What follows belongs to an exercise in optimizing a design on an open flow for small area, a short achievable clock period and few clock cycles; a production flow would make more cautious choices.
Only simulation tests tie the RTL to the original design; equivalence was not proved.

==> design/flow/run.sh <==
#!/bin/bash
# synth_recipe.tcl (not shown) runs the flow's synth.tcl, then flattens the netlist and writes it again
# the make line also repeats each setting of config.mk as NAME=value (left out here)
make -C /OpenROAD-flow-scripts/flow DESIGN_CONFIG=/design/flow/config.mk WORK_HOME=/design/flow/orfs CLKGATE_MAP_FILE= SYNTH_SCRIPT=/design/flow/synth_recipe.tcl finish
==> design/flow/config.mk <==
export PLATFORM = sky130hd
export DESIGN_NAME = ellipse_generator
export DESIGN_NICKNAME = ellipse_generator
export VERILOG_FILES = /design/flow/design.v
export SDC_FILE = /design/flow/constraint.sdc
export NUM_CORES = 4
export LEC_CHECK = 0
export CAP_MARGIN = 20
export CORE_MARGIN = 2
export CORE_UTILIZATION = 40
export SLEW_MARGIN = 20
==> design/flow/constraint.sdc <==
create_clock -name core_clock -period 8.5 [get_ports {clk}]
set_input_delay 1.7000 -clock core_clock [delete_from_list [all_inputs] [get_ports {clk}]]
set_output_delay 1.7000 -clock core_clock [all_outputs]
set_load 0.01 [all_outputs]
==> design/flow/design.v <==
`default_nettype none
package ellipse_pkg;
  localparam int COORD_BITS = 12;               
  localparam int RAD_BITS   = COORD_BITS - 1;   
  typedef logic signed [COORD_BITS-1:0] coord_t;
  typedef logic [RAD_BITS-1:0] rad_t;
  typedef logic [2*RAD_BITS-1:0] sq_t;
  typedef logic [3*RAD_BITS-1:0] prod_t;
  typedef logic signed [3*RAD_BITS+1:0] err_t;
  typedef enum logic [2:0] {
    idle,    
    point,   
    setup,   
    arc,     
    flat,    
    done     
  } ctrl_state_t;
endpackage
`default_nettype wire
`default_nettype none
import ellipse_pkg::*;
module ellipse_control (
  input  logic                clk,
  input  logic                reset,
  input  logic                step,
  input  logic                run,
  input  logic [1:0]          quadrant,
  input  ellipse_pkg::coord_t xc,
  input  ellipse_pkg::coord_t yc,
  input  ellipse_pkg::coord_t xr,
  input  ellipse_pkg::coord_t yr,
  input  logic                setup_done,
  input  logic                half_done,
  output logic                start_setup,
  output logic                start_arc,
  output logic                point_valid,
  output logic                half,
  output logic                busy_reg,
  output logic                ellipse_complete,
  output logic [1:0]          quad,
  output ellipse_pkg::coord_t cx,
  output ellipse_pkg::coord_t cy,
  output ellipse_pkg::coord_t rmaj,
  output ellipse_pkg::coord_t rmin
);
  ellipse_pkg::ctrl_state_t state;
  assign point_valid = (state == point);               
  assign start_arc   = (state == setup) && setup_done;  
  always_ff @(posedge clk or posedge reset) begin
    if (reset) begin
      state            <= idle;
      start_setup      <= 1'b0;
      half             <= 1'b0;
      busy_reg         <= 1'b0;
      ellipse_complete <= 1'b0;
      quad             <= 2'd0;
      cx               <= '0;
      cy               <= '0;
      rmaj             <= '0;
      rmin             <= '0;
    end else if (step) begin
      start_setup      <= 1'b0;   
      ellipse_complete <= 1'b0;   
      case (state)
        idle: begin
          if (run) begin
            quad     <= quadrant;   
            cx       <= xc;
            cy       <= yc;
            rmaj     <= xr;
            rmin     <= yr;
            half     <= 1'b0;
            busy_reg <= 1'b1;
            if (xr == '0 && yr == '0) begin
              state <= point;       
            end else begin
              start_setup <= 1'b1;
              state       <= setup;
            end
          end
        end
        point: begin
          state <= done;   
        end
        setup: begin
          if (setup_done) state <= arc;
        end
        arc: begin
          if (half_done) state <= flat;
        end
        flat: begin
          if (half) begin
            state <= done;
          end else begin
            cx          <= cy;
            cy          <= cx;
            rmaj        <= rmin;
            rmin        <= rmaj;
            half        <= 1'b1;
            start_setup <= 1'b1;
            state       <= setup;
          end
        end
        done: begin
          ellipse_complete <= 1'b1;
          busy_reg         <= 1'b0;   
          state            <= idle;
        end
      endcase
    end
  end
endmodule
`default_nettype wire
`default_nettype none
import ellipse_pkg::*;
module ellipse_setup (
  input  logic                clk,
  input  logic                reset,
  input  logic                step,
  input  logic                start_setup,
  input  ellipse_pkg::coord_t rmaj,
  input  ellipse_pkg::coord_t rmin,
  output logic                setup_done,
  output ellipse_pkg::sq_t    rx2,
  output ellipse_pkg::sq_t    ry2,
  output ellipse_pkg::err_t   p0,
  output ellipse_pkg::err_t   py0
);
  ellipse_pkg::rad_t                op_a;        
  ellipse_pkg::sq_t                 op_b;        
  ellipse_pkg::prod_t               prod;        
  ellipse_pkg::sq_t                 quarter;     
  ellipse_pkg::err_t                acc;         
  logic [2:0]          phase;       
  logic [2*ellipse_pkg::RAD_BITS:0] round_sum;   
  assign round_sum = {1'b0, prod[2*ellipse_pkg::RAD_BITS-1:0]} + (2*ellipse_pkg::RAD_BITS+1)'(2);
  always_ff @(posedge clk or posedge reset) begin
    if (reset) begin
      prod <= '0;
    end else if (step) begin
      prod <= op_a * op_b;
    end
  end
  always_ff @(posedge clk or posedge reset) begin
    if (reset) begin
      op_a       <= '0;
      op_b       <= '0;
      quarter    <= '0;
      acc        <= '0;
      phase      <= 3'd0;
      setup_done <= 1'b0;
      rx2        <= '0;
      ry2        <= '0;
      p0         <= '0;
      py0        <= '0;
    end else if (step) begin
      setup_done <= 1'b0;
      if (start_setup) begin
        op_a  <= rmaj[ellipse_pkg::RAD_BITS-1:0];         
        op_b  <= ellipse_pkg::sq_t'(rmaj[ellipse_pkg::RAD_BITS-1:0]);
        phase <= 3'd2;
      end else begin
        case (phase)
          3'd2: begin
            op_a  <= rmin[ellipse_pkg::RAD_BITS-1:0];     
            op_b  <= ellipse_pkg::sq_t'(rmin[ellipse_pkg::RAD_BITS-1:0]);
            phase <= 3'd3;
          end
          3'd3: begin
            rx2     <= prod[2*ellipse_pkg::RAD_BITS-1:0];   
            op_a    <= rmin[ellipse_pkg::RAD_BITS-1:0];     
            op_b    <= prod[2*ellipse_pkg::RAD_BITS-1:0];
            quarter <= ellipse_pkg::sq_t'(round_sum >> 2);
            phase   <= 3'd4;
          end
          3'd4: begin
            ry2   <= prod[2*ellipse_pkg::RAD_BITS-1:0];     
            acc   <= ellipse_pkg::err_t'(quarter) + ellipse_pkg::err_t'(prod[2*ellipse_pkg::RAD_BITS-1:0]);
            phase <= 3'd5;
          end
          3'd5: begin
            acc   <= acc - ellipse_pkg::err_t'(prod);        
            py0   <= ellipse_pkg::err_t'(prod) <<< 1;        
            phase <= 3'd6;
          end
          3'd6: begin
            p0         <= acc;
            setup_done <= 1'b1;
            phase      <= 3'd0;
          end
          default: begin
            phase <= 3'd0;   
          end
        endcase
      end
    end
  end
endmodule
`default_nettype wire
`default_nettype none
import ellipse_pkg::*;
module ellipse_arc_stepper (
  input  logic                clk,
  input  logic                reset,
  input  logic                step,
  input  logic                start_arc,
  input  ellipse_pkg::coord_t rmaj,
  input  ellipse_pkg::coord_t rmin,
  input  ellipse_pkg::sq_t    rx2,
  input  ellipse_pkg::sq_t    ry2,
  input  ellipse_pkg::err_t   p0,
  input  ellipse_pkg::err_t   py0,
  output ellipse_pkg::coord_t lx,
  output ellipse_pkg::coord_t ly,
  output logic                pix_valid,
  output logic                half_done
);
  ellipse_pkg::err_t p;           
  ellipse_pkg::err_t px;          
  ellipse_pkg::err_t py;          
  ellipse_pkg::err_t px_next;     
  ellipse_pkg::err_t py_next;     
  ellipse_pkg::err_t p_next;      
  logic arc_act;     
  logic flat_act;    
  logic draw_flat;   
  logic arc_emit;    
  logic flat_go;     
  assign px_next = px + (ellipse_pkg::err_t'(ry2) <<< 1);
  assign py_next = py - (ellipse_pkg::err_t'(rx2) <<< 1);
  assign p_next  = (p <= 0) ? p + ellipse_pkg::err_t'(ry2) + px_next
                            : p + ellipse_pkg::err_t'(ry2) + px_next - py_next;
  assign arc_emit  = arc_act && (px <= py);               
  assign flat_go   = ((ly < 2) || draw_flat) && (lx <= rmaj);
  assign pix_valid = arc_emit || (flat_act && flat_go && draw_flat);
  assign half_done = flat_act && !flat_go;
  always_ff @(posedge clk or posedge reset) begin
    if (reset) begin
      lx        <= '0;
      ly        <= '0;
      p         <= '0;
      px        <= '0;
      py        <= '0;
      arc_act   <= 1'b0;
      flat_act  <= 1'b0;
      draw_flat <= 1'b0;
    end else if (step) begin
      if (start_arc) begin
        lx        <= '0;
        ly        <= rmin;
        p         <= p0;
        px        <= '0;
        py        <= py0;
        draw_flat <= 1'b0;
        arc_act   <= (rmaj >= 2);   
        flat_act  <= (rmaj < 2);
      end else if (arc_act) begin
        if (arc_emit) begin
          lx <= lx + 1'b1;
          px <= px_next;
          p  <= p_next;
          if (p > 0) begin
            ly <= ly - 1'b1;   
            py <= py_next;
          end
        end else begin
          arc_act  <= 1'b0;    
          flat_act <= 1'b1;
        end
      end else if (flat_act) begin
        if (flat_go) begin
          draw_flat <= 1'b1;
          ly        <= '0;     
          if (draw_flat) lx <= lx + 1'b1;
        end else begin
          flat_act <= 1'b0;
        end
      end
    end
  end
endmodule
`default_nettype wire
`default_nettype none
import ellipse_pkg::*;
module quadrant_mapper (
  input  logic                clk,
  input  logic                reset,
  input  logic                step,
  input  logic                ena_pause,
  input  logic                pix_valid,
  input  logic                point_valid,
  input  logic                half,
  input  logic [1:0]          quad,
  input  ellipse_pkg::coord_t cx,
  input  ellipse_pkg::coord_t cy,
  input  ellipse_pkg::coord_t lx,
  input  ellipse_pkg::coord_t ly,
  output ellipse_pkg::coord_t x_coord,
  output ellipse_pkg::coord_t y_coord,
  output logic                pixel_data_rdy,
  output logic                valid_int
);
  ellipse_pkg::coord_t off_x;    
  ellipse_pkg::coord_t off_y;    
  ellipse_pkg::coord_t a_term;   
  ellipse_pkg::coord_t b_term;   
  logic   neg_a;
  logic   neg_b;
  assign off_x  = point_valid ? '0 : lx;
  assign off_y  = point_valid ? '0 : ly;
  assign neg_a  = half ? quad[1] : quad[0];   
  assign neg_b  = half ? quad[0] : quad[1];
  assign a_term = neg_a ? cx - off_x : cx + off_x;
  assign b_term = neg_b ? cy - off_y : cy + off_y;
  assign pixel_data_rdy = valid_int && !ena_pause;   
  always_ff @(posedge clk or posedge reset) begin
    if (reset) begin
      x_coord   <= '0;
      y_coord   <= '0;
      valid_int <= 1'b0;
    end else if (step) begin
      x_coord   <= half ? b_term : a_term;
      y_coord   <= half ? a_term : b_term;
      valid_int <= pix_valid || point_valid;
    end
  end
endmodule
`default_nettype wire
`default_nettype none
import ellipse_pkg::*;
module ellipse_generator (
  input  logic                clk,
  input  logic                reset,
  input  logic                enable,
  input  logic                run,
  input  logic                ena_pause,
  input  logic [1:0]          quadrant,
  input  ellipse_pkg::coord_t xc,
  input  ellipse_pkg::coord_t yc,
  input  ellipse_pkg::coord_t xr,
  input  ellipse_pkg::coord_t yr,
  output logic                busy,
  output logic                pixel_data_rdy,
  output logic                ellipse_complete,
  output ellipse_pkg::coord_t x_coord,
  output ellipse_pkg::coord_t y_coord
);
  logic       step;          
  logic       valid_int;     
  logic       busy_reg;
  logic       start_setup;
  logic       setup_done;
  logic       start_arc;
  logic       half_done;
  logic       point_valid;
  logic       pix_valid;
  logic       half;          
  logic [1:0] quad;
  ellipse_pkg::coord_t     cx, cy;        
  ellipse_pkg::coord_t     rmaj, rmin;    
  ellipse_pkg::coord_t     lx, ly;        
  ellipse_pkg::sq_t        rx2, ry2;
  ellipse_pkg::err_t       p0, py0;
  assign step = enable && !(ena_pause && valid_int);   
  assign busy = busy_reg || run;
  ellipse_control ellipse_control_inst (
    .clk, .reset, .step, .run, .quadrant,
    .xc, .yc, .xr, .yr,
    .setup_done, .half_done,
    .start_setup, .start_arc, .point_valid, .half, .busy_reg, .ellipse_complete,
    .quad, .cx, .cy, .rmaj, .rmin
  );
  ellipse_setup ellipse_setup_inst (
    .clk, .reset, .step, .start_setup,
    .rmaj, .rmin,
    .setup_done, .rx2, .ry2, .p0, .py0
  );
  ellipse_arc_stepper ellipse_arc_stepper_inst (
    .clk, .reset, .step, .start_arc,
    .rmaj, .rmin, .rx2, .ry2, .p0, .py0,
    .lx, .ly, .pix_valid, .half_done
  );
  quadrant_mapper quadrant_mapper_inst (
    .clk, .reset, .step, .ena_pause, .pix_valid, .point_valid, .half,
    .quad, .cx, .cy, .lx, .ly,
    .x_coord, .y_coord, .pixel_data_rdy, .valid_int
  );
endmodule
`default_nettype wire
==> impl_metrics.ini <==
[run_status]
status = complete, no violations

[setup_path]
crit_top_cell = a21oi_1
cp_slowest_stage_delay_ps = 440
critical_path_required_ps = 9000
crit_type = flop to flop
slowest_stage = fa_1
worstPathArrival_ps = 8180
worst-path-max-fanout = 5
critPathCaptureType = flop
endpoint = ellipse_arc_stepper_inst.p[34]$_DFFE_PP0P_
r2r_end = ellipse_arc_stepper_inst.p[34]$_DFFE_PP0P_
r2r-start = ellipse_arc_stepper_inst.px[1]$_DFFE_PP0P_
cp.depth = 33
r2r_slack_ps = 820
r2r_cells = 33
critPathTopFamily = compound AO/OA/AOI/OAI gates
setup.worst_path.start = ellipse_arc_stepper_inst.px[1]$_DFFE_PP0P_
crit_buf_inv = 2
cp-start-kind = flop

[synth]
synth_cells = 4509
synthTopCellsByCount = nand2_1 (690), dfrtp_1 (450), o21ai_0 (418)
synthFlopType = dfrtp_1
ys_top_cells_by_area = dfrtp_1 (29%), fa_1 (11%), ha_1 (10%)
synth_top_area_share_pct = 29.2
yosysUniqueCellTypes = 90
ys_warn_count = 4
yosysMostFrequentCell = nand2_1
synthAdderAreaFrac_pct = 21.2
yosysSeqAreaShare_pct = 29.2
syn_nets = 5094
synth_compound_area_share_pct = 18.9
synthSimpleGateAreaFrac_pct = 16.1
synth-seq-cells = 450
synth_area_per_cell_um2 = 8.56
synth_top_cell_by_area = dfrtp_1
synth_top_family_by_area = adder cells
netlist_area_um2 = 38600
async_reset_ff_share_pct = 100
synth_xor_xnor_area_share_pct = 5.41
synthMuxAreaShare_pct = 3.32
synth_edf_count = 0

[finish]
reg.largest.list = ellipse_arc_stepper_inst.p (35), ellipse_setup_inst.acc (35), ellipse_setup_inst.p0 (35)
final_cells = 5781
syn2layout_area_growth_pct = 10.0
fin_nets = 5058
drive_gt1_share_pct = 5.20

[timing]
fmax_mhz = 130
finalMaxSlewViolations = 0
setup-tns-final_ps = 0
worst_slew_pin_slew_ps = 957
finalSetupViolations = 0
fin_skew_ps = 48.8
fin_crit_ps = 7680
finalHoldWorstSlack_ps = 473
rsz0062_at_grt = no
max_slew_margin_pct = 35.8
final_hold_viol_count = 0
setup_ws_ps = 820
min_period_over_period_pct = 90.4

[job]
maxCapViolations = 0

[clock_network]
hold_buffers = 0
htreeDepth = 2
cts_resized = 0
clk_pin_slew_worst_paths_ps = 60
cts_root_buffer = clkbuf_16
numCtsBuffers = 53
cts_buffer_depth = 3
insertion_delay_ps = 630
post_cts_buffers = 0
clock-sinks = 450
cts_tree = yes

[global_routing]
antenna_found_initial = 3
grt_util_all_layers_pct = 21.3
grt_pass1_vias = 30290
grt_busiest_layer = met2
use_met3_pct = 2.46
overflow = 0
met2_usage_pct = 33.7
grt_pass1_wl_um = 168000
grt_max_degree = 181
grt_util_met1_pct = 31.3

[place]
gp_congestion = 0.923
place_ws_ps = 952
place_hpwl_um = 81100
dp.cells = 5682
io_buffers = 81

[floorplan]
rows = 113
die_h_um = 315
die_w_um = 315
start_util_pct = 40.5
dieArea_um2 = 99000
pin_count = 82
coreArea_um2 = 95300

[detailed_routing]
drtPass1Iterations = 5
vias = 31327
drt-initial-drc-count = 2416
drc = 0
drt_wl_total_um = 106000
ant_nets = 0
wl_per_cell_um = 18.3
via_per_inst = 5.42

[min_path]
worstHoldPathType = flop to flop
min_from = quadrant_mapper_inst.y_coord[9]$_DFFE_PP0P_
## layout make-up
class	instances	area, µm²
antenna	1	2.50
clock buffer	69	1500
clock inverter	28	353
fill	9468	52800
inverter	399	1500
multi-input combinational	3452	25200
sequential	450	11300
tap	1265	1580
timing repair buffer	117	1110
## worst register-to-register path: cells and delay by family (launching register included)
family          cells  cell delay (ps)
buf+inv             2              150
xor+xnor            3              560
flops               1              400
mux                 1              200
fa+ha+maj           5             1440
compound gates     19             4190
simple gates        3              590
## cell usage in the layout, fill, tap and decap left out, drive strengths merged, types with 49 or more instances in the layout
master / netlist / final
a21o: 91 / 91
nand3: 73 / 73
clkdlybuf4s50: 0 / 81
clkbuf: 191 / 69
mux2: 49 / 49
a21oi: 308 / 308
fa: 207 / 207
nand2: 691 / 691
nor2: 234 / 234
mux2i: 73 / 73
xor2: 88 / 88
inv: 399 / 399
and2: 98 / 98
ha: 323 / 323
dfrtp: 450 / 450
xnor2: 148 / 148
o21ai: 428 / 428
## through the flow
stage               area (µm²)  util (%)
floorplan                38600         -
global placement         40600      42.6
detailed placement       40600      42.6
CTS                      42400      44.5
global route             42500      44.6
finish                   42500      44.6
## worst min-delay path by stage
| stage | to | cells after the start | slack [ps] |
|---|---|---|---|
| after global placement | ellipse_control_inst.ellipse_complete$_DFFE_PP0P_ | 2 | 450 |
| after floorplan | ellipse_setup_inst.acc[34]$_DFFE_PP0P_ | 1 | 440 |
| after CTS | quadrant_mapper_inst.y_coord[9]$_DFFE_PP0P_ | 2 | 480 |
| after global routing | quadrant_mapper_inst.y_coord[9]$_DFFE_PP0P_ | 2 | 500 |
| after detailed placement | quadrant_mapper_inst.y_coord[9]$_DFFE_PP0P_ | 2 | 460 |
| final | quadrant_mapper_inst.y_coord[9]$_DFFE_PP0P_ | 2 | 470 |
## logic make-up after synthesis
| kind of cell | count (synthesis) |
|---|---|
| DFF | 450 |
| adders and majority gates | 530 |
| xor gates and xnor gates | 237 |
| muxes | 122 |
| and+or+nand+nor | 1371 |
| buffers and inverters | 607 |
| AOI/OAI and AO/OA | 1192 |
## per-layer routing
| layer | share of wire, % | routed length, µm |
|---|---|---|
| met2 | 44 | 47000 |
| met3 | 4.7 | 4960 |
| met5 | 0.016 | 17 |
| met4 | 2.0 | 2070 |
| met1 | 49 | 51600 |
Testbench counts, summed over its fixed seeds: cycles 119,375.

## what the ideal ports hide
How much do the figures lean on ideal ports? The routed layout below was timed once more, with nothing changed but the port constraints.
Step 1, drivers: a clkbuf_16 drives clk and a buf_2 each remaining input, both assumed.
Step 2 moves the port delays by t, midway between the first and last clock arrival at a register: inputs arrive t later, outputs are due t later. That takes back most of the time a late clock gives input paths.
Three values: ideal, step 1, step 2; two values: the first two.
t, ns: 0.674
setup slack, ns: 0.820 / 0.820 / 0.820
hold WS [ns]: 0.473 / 0.473 / 0.473
worst setup path after step 2: register to register
After both steps setup and hold are still met in this run. For this run, drivers alone change the setup slack by 0.000 ns; drivers and shift together by 0.000 ns.
